What follows belongs to an exercise in optimizing a design on an open flow for small area; a production flow would make more cautious choices.
Only simulation tests tie the RTL to the original design; equivalence was not proved.
Power is estimated from default activity; no workload was simulated.

run A:
## dsp_xor_bank_top
module dsp_xor_bank_top (
    input  logic        clock,
    input  logic        arst_n,
    input  logic [7:0]  paddr,
    input  logic        psel,
    input  logic        penable,
    input  logic        pwrite,
    input  logic [31:0] pwdata,
    output logic [31:0] prdata,
    output logic        pready,
    output logic        pslverr
);
Size in the first run: ~1900 cells after synthesis, about 590 flip-flops, about 79 I/O pins, about 22000 um^2 of cells after synthesis.
Settings: LEC_CHECK=0, ABC_AREA=1, CAP_MARGIN=0, CORE_MARGIN=2, CORE_UTILIZATION=65, SLEW_MARGIN=0; clock period 8.0 ns.
standard.sh (not shown) runs the stock make flow with config.mk's settings and CLKGATE_MAP_FILE= SYNTH_SCRIPT=/design/flow/synth_recipe.tcl, a recipe that flattens the netlist after the stock synthesis.
==> flow/flow/run.sh <==
#!/bin/bash
# Own flow: the standard ORFS flow, with three changes that only affect
# how the layout is built:
#  - ABC maps for area with &nf (abc_area.script here replaces ORFS's copy),
#  - ports are buffered with buf_1,
#  - CTS uses clkbuf_8 with clusters of up to 16 sinks and no dummy loads.
set -euo pipefail
W=$PWD
rm -rf "$W/scripts_mod"
cp -r "$FLOW_HOME/scripts" "$W/scripts_mod"
cp "$W/flow/abc_area.script" "$W/scripts_mod/abc_area.script"
export SCRIPTS_DIR="$W/scripts_mod"
export BUFFER_PORTS_ARGS="-buffer_cell sky130_fd_sc_hd__buf_1"
export CTS_ARGS="-sink_clustering_enable -repair_clock_nets -dont_use_dummy_load -buf_list sky130_fd_sc_hd__clkbuf_8 -sink_clustering_size 16 -sink_clustering_max_diameter 50"
bash standard.sh > "$W/standard_flow.log" 2>&1
==> flow/flow/abc_area.script <==
&get -n
&st
&dch -f
&nf -a -p -F 8 -A 8 -C 32 -R 1000
&put
topo
stime -c
Run A reached the end of the flow, and the finished layout is clean on the timing, DRC and antenna checks.
Edits applied to the flow inputs when going from run A to run B:
Settings: changing CORE_UTILIZATION from 65 to 75.
--- outcome ---
- Status: sequential share of layout area parity (run B, run A)
- Every stage of run B finished as expected; the final checks, on the other hand, flagged max-capacitance violations, max-slew violations, which means the layout fails.
- The non-clock buffering overhead in the final layout reported for run B is greater than that of run A by 0.22 points.
- For final area, run A and run B come out practically identical.
- Run B: number of clock-tree buffers in the layout 2.0% below run A
- Final wirelength (run B vs. run A) increases by more than 10%
- In run B, share of the clock period used by the worst path after layout is lower than in run A.
- Comparing run B and run A, the higher pre-CTS worst setup slack is on run B.
- The final core area utilization number comes out lower for run A vs run B.
Here is what was changed in the inputs of run C compared with run B.
Settings: changing CORE_UTILIZATION from 75 to 65; setting GPL_TIMING_DRIVEN to 0 for the first time.
- Run C | status: complete | timing, DRC, antenna: pass
- Of run C and run B, the higher clock network fraction of total power belongs to run C.
- Between run C and run B, it is run C whose total count of max-transition violations in the final report is lower, by 13.
- Against run B, run C comes in 115 lower on maximum number of pins on one net before global-route repair.
- Diff run B -> run C | critical path depth | increase of 1
- Against run B, aggregate routed wire length in run C fell by a little under 10%.
- The standard cells in run C occupy more silicon area than those in run B do.
- There was hardly any difference in total power between run B and run C.
--- input diff run C..run D ---
Settings: GPL_TIMING_DRIVEN removed (was 0).
==> flow/flow/abc_area.script <==
&get -n
&st
&dch -f
&nf -a -p -F 8 -A 8 -C 32
&put
topo
stime -c
## What came out
Run D: flow completed, timing, DRC and antenna clean. Run D against run C; area of the mapped netlist is up slightly. Run D: number of clock buffers in the layout is 4.1% lower than what run C reported. Of run D and run C, the higher global-route total usage across every layer belongs to run C. Against run C, run D comes in about 10% lower on combinational power. met2 usage in global routing, run D and run C, lower one = run D. Diff run C -> run D: final net count lost 50; via count has decreased; cell count along the critical path lower. Going from run C to run D, final design utilization shrinks by 2.7 points. The higher shortest period the worst path allows came out of run C.
The following lists how run E was set up differently from run D:
Settings: CORE_UTILIZATION now 60, was 65.
==> flow/flow/run.sh <==
#!/bin/bash
# Own flow: the standard ORFS flow, with three changes that only affect
# how the layout is built:
#  - ABC maps for area with &nf (abc_area.script here replaces ORFS's copy),
#  - ports are buffered with buf_1,
#  - CTS uses clkbuf_4 and no dummy loads.
set -euo pipefail
W=$PWD
rm -rf "$W/scripts_mod"
cp -r "$FLOW_HOME/scripts" "$W/scripts_mod"
cp "$W/flow/abc_area.script" "$W/scripts_mod/abc_area.script"
export SCRIPTS_DIR="$W/scripts_mod"
export BUFFER_PORTS_ARGS="-buffer_cell sky130_fd_sc_hd__buf_1"
export CTS_ARGS="-sink_clustering_enable -repair_clock_nets -dont_use_dummy_load -buf_list sky130_fd_sc_hd__clkbuf_4"
bash standard.sh > "$W/standard_flow.log" 2>&1
[summary]
Run E was carried through to the last stage, and its layout satisfied the timing, DRC and antenna checks.
Layout overhead on the synthesized area for run E: 2.5 points up relative to run D
The non-clock buffer count in run E is 1.05 times that in run D.
Looking only at wire length, and setting everything else aside, the higher value of run D and run E goes to run E.
Looking at net switching power across both flows, run E is the weaker of the two, with run D ahead.
On achievable frequency, run D tracks run E almost exactly.
Sequential share of layout area was higher in run D than in run E.
[run E] worst hold slack fell 0.028 ns relative to run D
Higher count of inserted antenna diode cells was reported by run E, not run D.
Die footprint: lower on run D
[run E] width of the chip rose 4.0% relative to run D

## what the ideal ports hide
Ports are ideal in the flow. The routed layouts listed here were re-timed in OpenROAD. Step 1 assumes that a clkbuf_16 drives the clock port and a buf_2 every other input. Step 2 times the ports against the registers' clock, not the clock port: input delays grow and output delays shrink by t, the midpoint of the rising clock arrivals with the driver on. Slacks: no drivers / after step 1 / after step 2; pairs: no drivers / after step 1.
run	shift t [ns]	setup slack, ns	worst register clock-pin slew, ns
run A	0.693	1.041 / 1.021 / 1.021	0.11 / 0.11
run B	0.648	1.063 / 1.040 / 1.040	0.10 / 0.10
run C	0.676	0.846 / 0.822 / 0.822	0.10 / 0.10
run D	0.651	1.396 / 1.374 / 1.374	0.10 / 0.10
run E	0.867	1.395 / 1.366 / 1.366	0.07 / 0.07
For run E, which loses most, drivers alone change the setup slack by -0.029 ns; drivers and shift together by -0.029 ns.
